What follows belongs to an exercise in optimizing a design on an open flow for small area, a short achievable clock period and few clock cycles per item; a production flow would make more cautious choices.
Function not checked in this run: the RTL went through the layout flow alone.
Power is estimated from default activity; no workload was simulated.

`design/flow/design.v`:
```
`default_nettype none
package ccsa_pkg;
   localparam logic [1:0] FUNC_ADD  = 2'd0;
   localparam logic [1:0] FUNC_TIME = 2'd1;
   localparam logic [1:0] FUNC_DATE = 2'd2;
   localparam int REQ_DATA_W = 72;
   localparam int REQ_USER_W = 2;
   localparam int RSP_DATA_W = 40;
   localparam int GRP_W = 12;
   localparam int DAYS_W = 15;
endpackage
`default_nettype wire
`default_nettype none
import ccsa_pkg::*;
module ccsa_div (
   input  logic [ccsa_pkg::GRP_W-1:0]   bits,      
   input  logic [5:0]                   in_sec,    
   input  logic [5:0]                   in_min,
   input  logic [4:0]                   in_hour,
   input  logic [ccsa_pkg::DAYS_W-1:0]  in_days,
   output logic [5:0]                   out_sec,
   output logic [5:0]                   out_min,
   output logic [4:0]                   out_hour,
   output logic [ccsa_pkg::DAYS_W-1:0]  out_days
);
   function automatic logic ge30(input logic [5:0] x);
      ge30 = x[5] | (x[4] & x[3] & x[2] & x[1]);
   endfunction
   function automatic logic [4:0] mod30(input logic [5:0] x);
      logic [3:0] i;
      i = x[4:1];
      if (x[5])
         mod30 = {i[3] ^ (i[2] & i[1] & i[0]), i[2] ^ (i[1] & i[0]), i[1] ^ i[0], ~i[0], x[0]};
      else if (x[4] & x[3] & x[2] & x[1])
         mod30 = {4'd0, x[0]};
      else
         mod30 = x[4:0];
   endfunction
   function automatic logic [3:0] mod12(input logic [4:0] x);
      if (x[4])
         mod12 = {x[2], ~x[2], x[1:0]};
      else if (x[3] & x[2])
         mod12 = {2'd0, x[1:0]};
      else
         mod12 = x[3:0];
   endfunction
   always_comb begin
      logic cs, cm, ch;
      out_sec  = in_sec;
      out_min  = in_min;
      out_hour = in_hour;
      out_days = in_days;
      for (int i = GRP_W - 1; i >= 0; i--) begin
         cs = ge30(out_sec);
         cm = ge30(out_min);
         ch = out_hour[4] | (out_hour[3] & out_hour[2]);
         out_sec  = {mod30(out_sec),  bits[i]};
         out_min  = {mod30(out_min),  cs};
         out_hour = {mod12(out_hour), cm};
         out_days = {out_days[DAYS_W-2:0], ch};
      end
   end
endmodule
`default_nettype wire
`default_nettype none
import ccsa_pkg::*;
module ccsa_cal (
   input  logic [13:0]                  year,
   input  logic [3:0]                   month,
   input  logic [4:0]                   day,
   input  logic                         leap,      
   input  logic [ccsa_pkg::DAYS_W-1:0]  days,
   input  logic [1:0]                   carry,     
   input  logic                         first,
   output logic                         fin,       
   output logic                         year_inc,  
   output logic [13:0]                  year1,     
   output logic [13:0]                  next_year,
   output logic [3:0]                   next_month,
   output logic [4:0]                   next_day,
   output logic [ccsa_pkg::DAYS_W-1:0]  next_days
);
   function automatic logic [4:0] month_days(input logic [3:0] m, input logic lp);
      case (m)
         4'd2:                    month_days = lp ? 5'd29 : 5'd28;
         4'd4, 4'd6, 4'd9, 4'd11: month_days = 5'd30;
         default:                 month_days = 5'd31;
      endcase
   endfunction
   logic [3:0]        month1, month2;    
   logic [4:0]        mlen1, mlen2;
   logic [5:0]        rest;              
   logic [5:0]        rest2;             
   logic [6:0]        days_m;            
   logic              big;               
   logic              in1, in2, ge1, ge2;
   logic [DAYS_W-1:0] base;
   always_comb begin
      month1 = (month >= 4'd12) ? 4'd1 : month + 4'd1;
      month2 = (month >= 4'd12) ? 4'd2 : (month == 4'd11) ? 4'd1 : month + 4'd2;
      mlen1  = month_days(month, leap);
      mlen2  = month_days(month1, leap);    
      rest   = (day <= mlen1) ? (6'(mlen1) - 6'(day) + 6'd1) : 6'd1;
      rest2  = rest + 6'(mlen2);
      year1  = (year >= 14'd9999) ? 14'd1 : year + 14'd1;
      big    = (days[DAYS_W-1:6] != '0);
      days_m = 7'(days[5:0]) + (first ? 7'd2 : 7'd0);
      in1    = !big && (days_m < 7'(rest));       
      in2    = !big && (days_m < 7'(rest2));      
      ge1    = big || (days[5:0] >= rest);        
      ge2    = big || (days[5:0] >= rest2);       
      fin        = in1 || (ge1 && in2);
      year_inc   = 1'b0;
      next_year  = year;
      next_month = month;
      next_day   = day;
      base       = days;
      if (in1) begin
         next_day = day + days[4:0] + 5'(carry);
      end else if (ge1 && in2) begin
         next_day   = 5'(days[5:0] - rest) + 5'd1 + 5'(carry);
         next_month = month1;
         year_inc   = (month >= 4'd12);
      end else if (ge2) begin
         next_day   = 5'd1;
         next_month = month2;
         year_inc   = (month >= 4'd11);
         base       = days - DAYS_W'(rest2);
      end
      if (year_inc) next_year = year1;
      next_days = base + DAYS_W'(carry);
   end
endmodule
module ccsa_leap (
   input  logic [13:0] year,
   output logic        leap
);
   logic [7:0] s;
   logic       cent;
   always_comb begin
      s = 8'(year[13:9]) * 8'd3 + 8'(year[8:7]) * 8'd7 + 8'(year[6:2]);
      cent = (s == 8'd0) || (s == 8'd25) || (s == 8'd50) || (s == 8'd75) ||
             (s == 8'd100) || (s == 8'd125);
      leap = (year[1:0] == 2'd0) && (!cent || (year[3:2] == 2'd0));
   end
endmodule
`default_nettype wire
`default_nettype none
import ccsa_pkg::*;
module calendar_clock_second_adder_top (
   input  logic                              clock,
   input  logic                              reset,
   input  logic                              req_tvalid,
   output logic                              req_tready,
   input  logic [ccsa_pkg::REQ_DATA_W-1:0]   req_tdata,
   input  logic [ccsa_pkg::REQ_USER_W-1:0]   req_tuser,
   output logic                              rsp_tvalid,
   input  logic                              rsp_tready,
   output logic [ccsa_pkg::RSP_DATA_W-1:0]   rsp_tdata
);
   localparam int NGRP  = (31 + GRP_W - 1) / GRP_W;
   localparam int IDX_W = (NGRP > 4) ? 3 : (NGRP > 2) ? 2 : 1;
   logic [13:0] year_ff;
   logic [3:0]  month_ff;
   logic [4:0]  day_ff;
   logic [4:0]  hour_ff;
   logic [5:0]  min_ff;
   logic [5:0]  sec_ff;
   logic        leap_ff;        
   logic        rsp_valid_ff;
   logic              rq_full_ff;
   logic              rq_first_ff;   
   logic [1:0]        rq_op_ff;
   logic [IDX_W-1:0]  rq_idx_ff;     
   logic [30:0]       rq_data_ff;
   logic              hb_full_ff;    
   logic [1:0]        hb_op_ff;
   logic [31:0]       acc_ff;
   logic              s2_busy_ff;    
   logic [DAYS_W-1:0] d2_ff;         
   logic slot_free, s2_take, can_fill, s1_go, s1_last, rq_free, accept, commit;
   assign slot_free = !rsp_valid_ff || rsp_tready;
   assign s2_take   = hb_full_ff && !s2_busy_ff && slot_free;
   assign can_fill  = !hb_full_ff || s2_take;
   logic [NGRP*GRP_W-1:0] in_pad;
   logic [IDX_W-1:0]      in_idx;
   logic [30:0]           in_data;
   assign in_pad = (NGRP*GRP_W)'(req_tdata[30:0]);
   always_comb begin
      in_idx = '0;
      for (int g = 1; g < NGRP; g++)
         if (in_pad[g*GRP_W +: GRP_W] != '0) in_idx = IDX_W'(g);
      case (req_tuser)
         FUNC_ADD:  in_data = req_tdata[30:0];
         FUNC_TIME: in_data = 31'({req_tdata[35:31], req_tdata[41:36], req_tdata[47:42]});
         default:   in_data = 31'(req_tdata[70:48]);
      endcase
   end
   logic [NGRP*GRP_W-1:0] rq_pad;
   logic [GRP_W-1:0]      grp;
   logic [31:0]           acc_in, cv;
   assign rq_pad = (NGRP*GRP_W)'(rq_data_ff);
   assign grp    = rq_pad[rq_idx_ff*GRP_W +: GRP_W];
   assign acc_in = rq_first_ff ? 32'd0 : acc_ff;
   ccsa_div u_div (
      .bits     (grp),
      .in_sec   (acc_in[5:0]),
      .in_min   (acc_in[11:6]),
      .in_hour  (acc_in[16:12]),
      .in_days  (acc_in[31:17]),
      .out_sec  (cv[5:0]),
      .out_min  (cv[11:6]),
      .out_hour (cv[16:12]),
      .out_days (cv[31:17])
   );
   assign s1_last = (rq_op_ff != FUNC_ADD) || (rq_idx_ff == '0);
   assign s1_go   = rq_full_ff && (can_fill || (!rq_first_ff && !s1_last));
   assign rq_free = s1_go && s1_last;
   assign req_tready = !rq_full_ff || rq_free;
   assign accept  = req_tvalid && req_tready;
   function automatic logic [7:0] fold60(input logic [6:0] x);    
      fold60 = (x >= 7'd120) ? {2'd2, 6'(x - 7'd120)} :
               (x >= 7'd60)  ? {2'd1, 6'(x - 7'd60)}  : {2'd0, x[5:0]};
   endfunction
   function automatic logic [6:0] fold24(input logic [5:0] x);    
      fold24 = (x >= 6'd48) ? {2'd2, 5'(x - 6'd48)} :
               (x >= 6'd24) ? {2'd1, 5'(x - 6'd24)} : {2'd0, x[4:0]};
   endfunction
   logic [6:0] ts, tm0;
   logic [5:0] th0;
   logic [7:0] fs, fm0, fm1, fm2, fm;
   logic [6:0] fh0, fh1, fh2, fh;
   logic [1:0] tch;
   always_comb begin
      ts  = 7'(sec_ff) + 7'(acc_ff[5:0]);
      tm0 = 7'(min_ff) + 7'(acc_ff[11:6]);
      th0 = 6'(hour_ff) + 6'(acc_ff[16:12]);
      fs  = fold60(ts);
      fm0 = fold60(tm0);
      fm1 = fold60(tm0 + 7'd1);
      fm2 = fold60(tm0 + 7'd2);
      fm  = (fs[7:6] == 2'd2) ? fm2 : (fs[7:6] == 2'd1) ? fm1 : fm0;
      fh0 = fold24(th0);
      fh1 = fold24(th0 + 6'd1);
      fh2 = fold24(th0 + 6'd2);
      fh  = (fm[7:6] == 2'd2) ? fh2 : (fm[7:6] == 2'd1) ? fh1 : fh0;
      tch = fh[6:5];
   end
   logic              cal_fin, cal_year_inc;
   logic [13:0]       cal_year1, cal_year;
   logic [3:0]        cal_month;
   logic [4:0]        cal_day;
   logic [DAYS_W-1:0] cal_days;
   ccsa_cal u_cal (
      .year       (year_ff),
      .month      (month_ff),
      .day        (day_ff),
      .leap       (leap_ff),
      .days       (s2_busy_ff ? d2_ff : acc_ff[31:17]),
      .carry      (s2_busy_ff ? 2'd0 : tch),
      .first      (!s2_busy_ff),
      .fin        (cal_fin),
      .year_inc   (cal_year_inc),
      .year1      (cal_year1),
      .next_year  (cal_year),
      .next_month (cal_month),
      .next_day   (cal_day),
      .next_days  (cal_days)
   );
   logic add_step, load_date, leap_new;
   assign add_step  = s2_busy_ff || (s2_take && hb_op_ff == FUNC_ADD);
   assign load_date = s2_take && (hb_op_ff == FUNC_DATE);
   ccsa_leap u_leap (.year((hb_op_ff == FUNC_DATE && !s2_busy_ff) ? acc_ff[13:0] : cal_year1),
                     .leap(leap_new));
   assign commit = s2_busy_ff ? cal_fin : (s2_take && (hb_op_ff != FUNC_ADD || cal_fin));
   always_ff @(posedge clock) begin
      if (reset) begin
         rq_full_ff   <= 1'b0;
         hb_full_ff   <= 1'b0;
         s2_busy_ff   <= 1'b0;
         rsp_valid_ff <= 1'b0;
         year_ff      <= 14'd1;
         month_ff     <= 4'd1;
         day_ff       <= 5'd1;
         hour_ff      <= 5'd0;
         min_ff       <= 6'd0;
         sec_ff       <= 6'd0;
         leap_ff      <= 1'b0;
      end else begin
         if (commit)
            rsp_valid_ff <= 1'b1;
         else if (rsp_tready)
            rsp_valid_ff <= 1'b0;
         if (accept)
            rq_full_ff <= 1'b1;
         else if (rq_free)
            rq_full_ff <= 1'b0;
         if (rq_free)
            hb_full_ff <= 1'b1;
         else if (s2_take)
            hb_full_ff <= 1'b0;
         if (load_date || (add_step && cal_year_inc))
            leap_ff <= leap_new;
         if (s2_take) begin
            case (hb_op_ff)
               FUNC_TIME: begin
                  hour_ff <= acc_ff[16:12];
                  min_ff  <= acc_ff[11:6];
                  sec_ff  <= acc_ff[5:0];
               end
               FUNC_DATE: begin
                  year_ff  <= acc_ff[13:0];
                  month_ff <= acc_ff[17:14];
                  day_ff   <= acc_ff[22:18];
               end
               FUNC_ADD: begin
                  hour_ff <= fh[4:0];
                  min_ff  <= fm[5:0];
                  sec_ff  <= fs[5:0];
               end
               default: ;
            endcase
         end
         if (add_step) begin
            year_ff    <= cal_year;
            month_ff   <= cal_month;
            day_ff     <= cal_day;
            s2_busy_ff <= !cal_fin;
         end
      end
   end
   always_ff @(posedge clock) begin
      if (accept) begin
         rq_op_ff    <= req_tuser;
         rq_data_ff  <= in_data;
         rq_idx_ff   <= in_idx;
         rq_first_ff <= 1'b1;
      end else if (s1_go) begin
         rq_idx_ff   <= rq_idx_ff - IDX_W'(1);
         rq_first_ff <= 1'b0;
      end
      if (s1_go) begin
         hb_op_ff <= rq_op_ff;
         acc_ff   <= (rq_op_ff == FUNC_ADD) ? cv : 32'(rq_data_ff);
      end
      d2_ff <= cal_days;
   end
   assign rsp_tvalid = rsp_valid_ff;
   assign rsp_tdata  = {sec_ff, min_ff, hour_ff, day_ff, month_ff, year_ff};
endmodule
`default_nettype wire
```
`design/flow/run.sh`:
```
#!/bin/bash
# synth_recipe.tcl (not shown) runs the flow's synth.tcl, then flattens the netlist and writes it again
# the make line also repeats each setting of config.mk as NAME=value (left out here)
make -C /OpenROAD-flow-scripts/flow DESIGN_CONFIG=/design/flow/config.mk WORK_HOME=/design/flow/orfs CLKGATE_MAP_FILE= SYNTH_SCRIPT=/design/flow/synth_recipe.tcl finish
```
`design/flow/config.mk`:
```
export PLATFORM = sky130hd
export DESIGN_NAME = calendar_clock_second_adder_top
export DESIGN_NICKNAME = calendar_clock_second_adder_top
export VERILOG_FILES = /design/flow/design.v
export SDC_FILE = /design/flow/constraint.sdc
export NUM_CORES = 4
export LEC_CHECK = 0
export ABC_AREA = 1
export CAP_MARGIN = 20
export CORE_MARGIN = 2
export CORE_UTILIZATION = 40
export SLEW_MARGIN = 20
```
`design/flow/constraint.sdc`:
```
create_clock -name core_clock -period 11.0 [get_ports {clock}]
set_input_delay 2.2000 -clock core_clock [delete_from_list [all_inputs] [get_ports {clock}]]
set_output_delay 2.2000 -clock core_clock [all_outputs]
set_load 0.01 [all_outputs]
```
==> notes.md <==
==> worst max-delay path: cells and delay by family, from the launching register on <==
kind                     cells  cell delay [ns]
flip-flops                   1             0.51
XOR/XNOR                     2             0.24
AND/OR/NAND/NOR             15             2.63
adder cells (fa/ha/maj)      7             1.88
buffers and inverters        5             0.79
AO/OA/AOI/OAI                6             1.47
==> sequential cells by signal, summed over array words and instances, names as in the netlist, 2 cells and up <==
signal and count:
rq_idx_ff 2, day_ff 5, year_ff 14, month_ff 4
sec_ff 6, rq_op_ff 2, hb_op_ff 2, d2_ff 15
rq_data_ff 31, hour_ff 5, acc_ff 32, min_ff 6
==> through the flow <==
stage | setup slack [ns] | area [sq um] | cells | total power (W)
3_3_place_gp | 3.47 | 16200 | 2737 | 0.00351
5_1_grt | 2.36 | 16800 | 2769 | 0.00464
2_1_floorplan | 4.69 | 14600 | 2191 | 0.00295
4_1_cts | 3.33 | 16800 | 2769 | 0.00417
6_report | 3.39 | 16800 | 2769 | 0.00419
3_5_place_dp | 3.39 | 16200 | 2737 | 0.00357
==> cells in the mapped netlist (8+ instances only) <==
master,number
nand2_1,485
inv_1,318
nor2_1,198
nand3_1,159
o21ai_0,153
ha_1,129
a21oi_1,107
edfxtp_1,69
dfxtp_1,61
xor2_1,60
a31oi_1,33
clkbuf_1,33
o211ai_1,29
inv_2,27
nor3_1,26
or2_2,26
nand2_2,23
xnor2_1,23
nor2_2,22
nand4_1,21
nor2_4,21
fa_1,20
nand3_2,17
or2_1,16
o21ai_1,15
o21ai_2,11
clkinv_1,9
a221oi_1,8
==> metal layers <==
layer	routed length (um)	vias up	GRT usage [%]	share of wire, %
met5	0	-	0	0
met2	19200	421	36.6	46
li1	-	7425	-	-
met4	1060	0	7.52	2.6
met1	18900	6615	28.5	46
met3	2300	57	3.45	5.6
==> cell type report <==
| type | count | area, sq um |
|---|---|---|
| fill | 3633 | 18900 |
| inverter | 354 | 1330 |
| clock buffer | 18 | 439 |
| clock inverter | 14 | 141 |
| sequential | 130 | 3290 |
| tap | 461 | 577 |
| timing repair buffer | 125 | 1230 |
| multi-input combinational | 1667 | 9800 |
==> cell families after synthesis <==
logic type      synth area share (%)
fa+ha+maj                       13.8
xor+xnor                        4.98
mux                            0.137
flops                           22.6
compound gates                  16.0
buf+inv                         10.2
simple gates                    32.3
==> path summary, 6_finish.rpt <==
| check | from | end | slack (ns) | cells past startpoint |
|---|---|---|---|---|
| setup reg to reg | month_ff[0]$_SDFFE_PP1P_ | d2_ff[14]$_DFF_P_ | 3.39 | 35 |
| setup / recovery | month_ff[0]$_SDFFE_PP1P_ | d2_ff[14]$_DFF_P_ | 3.39 | 35 |
| hold reg to reg | hour_ff[3]$_SDFFE_PP0P_ | hour_ff[3]$_SDFFE_PP0P_ | 0.49 | 2 |
| hold / removal | hour_ff[3]$_SDFFE_PP0P_ | hour_ff[3]$_SDFFE_PP0P_ | 0.49 | 2 |
==> layout by cell type, fill, tap and decap left out, drive strengths merged, types with 20 or more instances in the layout <==
master and count:
ha 129, o211ai 29, or2 42, edfxtp 69, nand2 511, o21ai 179, fa 20, nor2 241
xor2 60, a31oi 33, a21oi 108, nand3 177, inv 353, nor3 26, nand4 21, clkdlybuf4s50 118
xnor2 23, dfxtp 61
==> power by group <==
group	internal [W]	switching (W)	total, W	leakage, nW
logic	0.00102	0.00189	0.00291	6.44
clock network	0.000325	0.000253	0.000578	0.279
registers	0.000606	0.0000867	0.000693	1.17
total	0.00195	0.00223	0.00419	7.88
==> impl_metrics.toml <==
[die]
die_area_sq_um = 38000
die-width_um = 195
placeableCoreArea_sq_um = 35700
ios = 120
floorplan.die.height_um = 195
initial_utilization_pct = 40.8
num_rows = 69

[timing]
achievable-frequency_ghz = 0.131
final_max_slew_viol_count = 0
final.setup_skew_ns = 0.0144
tns_ns = 0
finalHoldViolCount = 0
worstMarginPinSlew_ns = 1.12
rsz0062_at_grt = "no"
worst_slew_margin_rel_pct = 25.4
post_layout_minimum_cycle_time_ns = 7.61
fin_worst_hold_slack_ns = 0.487
finalSetupViolCount = 0
post-route-period-util_pct = 69.2

[clock_network]
cts_hold_buffers = 0
h-tree-depth = 4
post_cts.resized_instances = 0
clock_sinks = 130
cts_root_buf = "clkbuf_16"
cts.path.max_buffers = 2
tritoncts = "yes"
cts_setup_buffers = 0
clock_latency_ns = 0.43
cts.clk_slew.worst_paths_ns = 0.07
cts_made_buffers = 17

[routing]
drt-initial-drc-count = 970
detail_route.vias_per_cell = 5.24
firstDrtPassIters = 8
drt-total-wl_um = 41400
drt.antenna.violating_nets = 0
post-route-drc-count = 0
dr_total_vias = 14500
route.detailed.wl_per_inst_um = 15.0

[layout]
ant_diodes = 0
finish.net_count = 2522
finalCoreUtilization_pct = 47.0
synthToLayoutAreaGrowth_pct = 15.3
drive_gt1_share_pct = 8.32

[placement]
dp_hpwl_um = 33000
portBuffers = 118
place_congestion = 0.944

[setup_path]
worst_setup_path_start_kind = "flip-flop"
arr_time_crit_path_ns = 7.96
cpPeakStageDelay_ns = 0.51
critPathCaptureType = "flip-flop"
worst-path-max-fanout = 10
cp.required_ns = 11.35
setup_cp_type = "flip-flop to flip-flop"
worst_path_max_delay_cell = "dfxtp_1"

[global_routing]
groute.usage.overall_pct = 21.8
grt_pass1_vias = 13900
grt_pass1_wl_um = 67700
grt_max_degree = 39
grt_overflow = 0
antenna_found_initial = 0

[power]
static-leakage-power_nw = 7.88
cellPowerDensity_nw_per_um2 = 249
max-vdd-ir-drop_uv = 126

[synth]
synth_area_leader_cell = "edfxtp_1"
synth_enable_flop_cells = 69
synthFlopType = "edfxtp_1"
ys_async_sr_fraction_pct = 0
gate_count_of_the_mapped_netlist = 2191
synth-seq-cells = 130
yosysWarningCount = 4
biggest_area_contributors_in_the_synthesized_netlist = "edfxtp_1 14%, nand2_1 12%, ha_1 11%"
avgSynthCellArea_sq_um = 6.66
syn-cell-area_sq_um = 14600
netlist.area_leader.share_pct = 14.2
synth_seq_area_share_pct = 22.6
synth_cell_types = 57
syn_nets = 2418

[worst_hold_path]
timing.hold.worst.class = "flip-flop to flip-flop"

[status]
run_status = "finished clean"

[run]
maxCapViolCount = 0

==> afterwards: timing with drivers on the ports <==
No port has a modelled driver above. Below, the same layout with a new extraction and two added sets of constraints.
Step 1 assumes that a clkbuf_16 drives the clock port and a buf_2 every other input.
Step 2 adds t to the input delays and takes it off the output delays; t is the mean of the earliest and latest rising clock arrival at the registers after step 1. Input paths then give back, and output paths get back, about the clock's delay inside the block.
a / b / c = ideal / step 1 / step 2; a / b = the first two.
shift t [ns]: 0.476
setup WS [ns]: 3.393 / 3.393 / 3.393
hold slack, ns: 0.487 / 0.487 / 0.487
worst setup path after step 2: register to register
After both steps this run still meets setup and hold. For this run, drivers alone change the setup slack by 0.000 ns; drivers and shift together by 0.000 ns.
